Context: an optimization exercise on an open-source flow, tuned for small area. The choices shown serve that exercise and are no tape-out recipe. Function was checked by simulation only, so behaviour that the tests miss may differ from the original. No activity file was given, so power comes from the tool's default toggle rates.

==> build 20: inputs <==
// pe_array_sequencer
module pe_array_sequencer #(
    parameter int WIDTH      = 24,
    parameter int NUM        = 4,
    parameter int IN_NUM     = 3,
    parameter int OUT_NUM    = 2,
    parameter int LAT        = 3,
    parameter int FIFO_DEPTH = 8
) (
    input  logic                                   clk,
    input  logic                                   rst,
    input  logic                                   cmd_valid,
    output logic                                   cmd_ready,
    input  logic [4:0]                             cmd_instr,
    input  logic [4:0]                             cmd_alg,
    input  logic [15:0]                            cmd_len,
    input  logic                                   in_valid,
    output logic                                   in_ready,
    input  logic [NUM*IN_NUM*WIDTH-1:0]            in_data,
    output logic [4:0]                             pe_instr,
    output logic [4:0]                             pe_alg,
    output logic [NUM*IN_NUM*WIDTH-1:0]            pe_data_in,
    input  logic [NUM*OUT_NUM*WIDTH-1:0]           pe_data_out,
    output logic                                   out_valid,
    input  logic                                   out_ready,
    output logic [NUM*OUT_NUM*WIDTH-1:0]           out_data,
    output logic                                   busy,
    output logic                                   done
);
==> module pe_array_sequencer, before the edit <==
module pe_array_sequencer #(
    parameter int WIDTH      = 24,
    parameter int NUM        = 4,
    parameter int IN_NUM     = 3,
    parameter int OUT_NUM    = 2,
    parameter int LAT        = 3,
    parameter int FIFO_DEPTH = 8
) (
    input  logic                                   clk,
    input  logic                                   rst,
    input  logic                                   cmd_valid,
    output logic                                   cmd_ready,
    input  logic [4:0]                             cmd_instr,
    input  logic [4:0]                             cmd_alg,
    input  logic [15:0]                            cmd_len,
    input  logic                                   in_valid,
    output logic                                   in_ready,
    input  logic [NUM*IN_NUM*WIDTH-1:0]            in_data,
    output logic [4:0]                             pe_instr,
    output logic [4:0]                             pe_alg,
    output logic [NUM*IN_NUM*WIDTH-1:0]            pe_data_in,
    input  logic [NUM*OUT_NUM*WIDTH-1:0]           pe_data_out,
    output logic                                   out_valid,
    input  logic                                   out_ready,
    output logic [NUM*OUT_NUM*WIDTH-1:0]           out_data,
    output logic                                   busy,
    output logic                                   done
);
    localparam int CW = $clog2(FIFO_DEPTH) + 1;
    localparam int OW = NUM*OUT_NUM*WIDTH;
    localparam int D  = FIFO_DEPTH;
    typedef enum logic [1:0] {IDLE, RUN, DRAIN} state_t;
    state_t        state;
    logic [15:0]   beats_left;
    logic [LAT:0]  vld_pipe;
    logic [CW:0]   credit;       
    logic [CW-1:0] fifo_count;
    logic          in_fire, push, do_pop, drain_done;
    assign push      = vld_pipe[LAT];
    always_comb begin
        credit = (CW+1)'(fifo_count);
        for (int i = 0; i <= LAT; i++) credit = credit + (CW+1)'(vld_pipe[i]);
    end
    assign out_valid = (fifo_count != '0);
    assign do_pop    = out_ready && out_valid;
    assign cmd_ready = (state == IDLE);
    assign busy      = (state != IDLE);
    assign in_ready  = (state == RUN) && (credit < (CW+1)'(FIFO_DEPTH));
    assign in_fire   = in_valid && in_ready;
    assign drain_done = (state == DRAIN) && (vld_pipe == '0) &&
                        ((fifo_count == '0) || ((fifo_count == CW'(1)) && out_ready));
    always_ff @(posedge clk) begin
        if (state == IDLE) beats_left <= cmd_len;
        else if (in_fire)  beats_left <= beats_left - 16'd1;
    end
    always_ff @(posedge clk) pe_data_in <= in_data;
    always_ff @(posedge clk or negedge rst) begin
        if (!rst) begin
            state      <= IDLE;
            vld_pipe   <= '0;
            fifo_count <= '0;
            pe_instr   <= pe_pkg::MADD;
            pe_alg     <= pe_pkg::KEM_512;
            done       <= 1'b0;
        end else begin
            done     <= 1'b0;
            vld_pipe <= {vld_pipe[LAT-1:0], in_fire};
            if (push && !do_pop)      fifo_count <= fifo_count + 1'b1;
            else if (!push && do_pop) fifo_count <= fifo_count - 1'b1;
            case (state)
                IDLE: if (cmd_valid) begin
                    pe_instr   <= cmd_instr;
                    pe_alg     <= cmd_alg;
                    state      <= (cmd_len == 16'd0) ? DRAIN : RUN;
                end
                RUN: if (in_fire) begin
                    if (beats_left == 16'd1) state <= DRAIN;
                end
                DRAIN: if (drain_done) begin
                    done  <= 1'b1;
                    state <= IDLE;
                end
                default: state <= IDLE;
            endcase
        end
    end
    logic [OW-1:0] mem [D];
    logic [OW-1:0] nxt [D];
    logic [D-1:0]  inv;
    logic [CW-1:0] wpos;
    logic [D-1:0]  wr, sh, hd;    
    assign wpos = fifo_count - CW'(do_pop);
    always_comb begin
        for (int i = 0; i < D; i++) begin
            wr[i] = push && (wpos == CW'(i));
            sh[i] = do_pop && !wr[i];
            hd[i] = !do_pop && !wr[i];
        end
    end
    for (genvar i = 0; i < D - 1; i++) begin : g_row
        pe_result_fifo #(.W(OW)) u_row (
            .a0 (mem[i]),      .s0 (hd[i]),
            .a1 (mem[i+1]),    .s1 (sh[i]),
            .a2 (pe_data_out), .s2 (wr[i]),
            .y  (nxt[i])
        );
    end
    pe_result_fifo_top #(.W(OW)) u_row_top (
        .a0 (mem[D-1]),    .s0 (hd[D-1]),
        .a2 (pe_data_out), .s2 (wr[D-1]),
        .y  (nxt[D-1])
    );
    always_ff @(posedge clk) begin
        for (int i = 0; i < D; i++) mem[i] <= nxt[i];
        for (int i = 0; i < D - 1; i++)
            inv[i] <= ~((inv[i] & hd[i]) | (inv[i+1] & sh[i]));
        inv[D-1] <= ~(inv[D-1] & hd[D-1]);
    end
    assign out_data = mem[0] ^ {OW{inv[0]}};
endmodule
Settings: LEC_CHECK=0, CAP_MARGIN=20, CORE_MARGIN=2, CORE_UTILIZATION=65, PLACE_DENSITY=0.72, SLEW_MARGIN=20, SYNTH_HIERARCHICAL=1; clock period 6.0 ns.
standard.sh (not shown) runs the stock make flow with config.mk's settings and CLKGATE_MAP_FILE= SYNTH_SCRIPT=/design/flow/synth_recipe.tcl, a recipe that flattens the netlist after the stock synthesis.
==> flow/flow/run.sh <==
#!/bin/bash
# Standard ORFS layout, with plain buf_1 cells as the port buffers and a
# clock tree of clkbuf_8 leaf clusters without dummy loads.
set -euo pipefail
export BUFFER_PORTS_ARGS="-buffer_cell sky130_fd_sc_hd__buf_1"
export CTS_ARGS="-sink_clustering_enable -repair_clock_nets -sink_clustering_size 20 -sink_clustering_max_diameter 55 -buf_list sky130_fd_sc_hd__clkbuf_8 -dont_use_dummy_load"
bash standard.sh finish > flow_make.log 2>&1
==> build 72: changes against build 20 <==
--- a/flow/design.v
+++ b/flow/design.v
@@ -113,12 +113,9 @@
     assign drain_done = (state == DRAIN) && (vld_pipe == '0) &&
                         ((fifo_count == '0) || ((fifo_count == CW'(1)) && out_ready));
-    always_ff @(posedge clk) begin
-        if (state == IDLE) beats_left <= cmd_len;
-        else if (in_fire)  beats_left <= beats_left - 16'd1;
-    end
     always_ff @(posedge clk) pe_data_in <= in_data;
     always_ff @(posedge clk or negedge rst) begin
         if (!rst) begin
             state      <= IDLE;
+            beats_left <= '0;
             vld_pipe   <= '0;
             fifo_count <= '0;
@@ -135,7 +132,9 @@
                     pe_instr   <= cmd_instr;
                     pe_alg     <= cmd_alg;
+                    beats_left <= cmd_len;
                     state      <= (cmd_len == 16'd0) ? DRAIN : RUN;
                 end
                 RUN: if (in_fire) begin
+                    beats_left <= beats_left - 16'd1;
                     if (beats_left == 16'd1) state <= DRAIN;
                 end
- CORE_UTILIZATION: 65 -> 55
- PLACE_DENSITY: 0.72 -> 0.65
==> trial 9: changes against build 20 <==
--- a/flow/design.v
+++ b/flow/design.v
@@ -113,12 +113,9 @@
     assign drain_done = (state == DRAIN) && (vld_pipe == '0) &&
                         ((fifo_count == '0) || ((fifo_count == CW'(1)) && out_ready));
-    always_ff @(posedge clk) begin
-        if (state == IDLE) beats_left <= cmd_len;
-        else if (in_fire)  beats_left <= beats_left - 16'd1;
-    end
     always_ff @(posedge clk) pe_data_in <= in_data;
     always_ff @(posedge clk or negedge rst) begin
         if (!rst) begin
             state      <= IDLE;
+            beats_left <= '0;
             vld_pipe   <= '0;
             fifo_count <= '0;
@@ -135,7 +132,9 @@
                     pe_instr   <= cmd_instr;
                     pe_alg     <= cmd_alg;
+                    beats_left <= cmd_len;
                     state      <= (cmd_len == 16'd0) ? DRAIN : RUN;
                 end
                 RUN: if (in_fire) begin
+                    beats_left <= beats_left - 16'd1;
                     if (beats_left == 16'd1) state <= DRAIN;
                 end
==> flow/run.sh (new file) <==
#!/bin/bash
# synth_recipe.tcl (not shown) runs the flow's synth.tcl, then flattens the netlist and writes it again
# the make line also repeats each setting of config.mk as NAME=value (left out here)
make -C /OpenROAD-flow-scripts/flow DESIGN_CONFIG=/design/flow/config.mk WORK_HOME=/design/flow/orfs CLKGATE_MAP_FILE= SYNTH_SCRIPT=/design/flow/synth_recipe.tcl finish
- CORE_UTILIZATION: 65 -> 55
- CTS_BUF_LIST: unset -> sky130_fd_sc_hd__clkbuf_8
- CTS_CLUSTER_DIAMETER: unset -> 55
- CTS_CLUSTER_SIZE: unset -> 20
- PLACE_DENSITY: 0.72 -> 0.65
removed: flow/flow/run.sh
removed: flow/standard.sh
==> qor summary <==
item	build 72	build 20	trial 9
Outcome	no timing/DRC/antenna violations	no timing/DRC/antenna violations	no timing/DRC/antenna violations
Die X-Extent	335 um	308 um	335 um
DP Area	62400 sq um	62000 sq um	69200 sq um
Fraction of met3 tracks used by global routing	7.41%	8.29%	7.74%
Non-clock buffer share	7.36%	7.31%	15.9%
Register-to-Register Setup Slack	1.16 ns	1.33 ns	1.33 ns
Met1 routing resource usage after global routing	47.3%	49.9%	46.2%
Sw Share	35.7%	35.5%	33.9%
Fraction of the mapped netlist area in simple logic gates	1.05%	0.878%	1.05%
Clock-cell share of area	3.01%	2.91%	4.40%
P_leak	22.7 nW	22.5 nW	26.3 nW
Register share of the cell area	58.4%	58.9%	51.9%
Transition time of the tightest slew-check pin	1.19 ns	1.06 ns	1.12 ns
Mux contribution to synthesized area	0.127%	0.297%	0.127%

## afterwards: timing with drivers on the ports
The flow's constraints put no driver on any port. The routed layouts listed below were extracted and timed again, unchanged, in two steps. Step 1 (the two cells are an assumption about what drives the block):
set clk [get_ports {clk}]
set_driving_cell -lib_cell sky130_fd_sc_hd__clkbuf_16 $clk
set_driving_cell -lib_cell sky130_fd_sc_hd__buf_2 [delete_from_list [all_inputs] $clk]
Step 2 adds t to the input delays and takes it off the output delays; t is the mean of the earliest and latest rising clock arrival at the registers after step 1. Input paths then give back, and output paths get back, about the clock's delay inside the block. Three values: ideal ports, drivers, drivers and shift; two values: the first two.
| run | t (ns) | setup WS [ns] | worst register clock-pin slew, ns |
|---|---|---|---|
| build 20 | 0.905 | 1.240 / 1.172 / 1.182 | 0.12 / 0.12 |
| build 72 | 0.892 | 1.161 / 1.161 / 1.064 | 0.12 / 0.12 |
| trial 9 | 0.930 | 1.333 / 1.316 / 0.943 | 0.12 / 0.12 |
After both steps every run listed still meets setup and hold. The setup slack of trial 9, which loses most, moves by -0.017 ns with the drivers and by -0.390 ns with both steps.
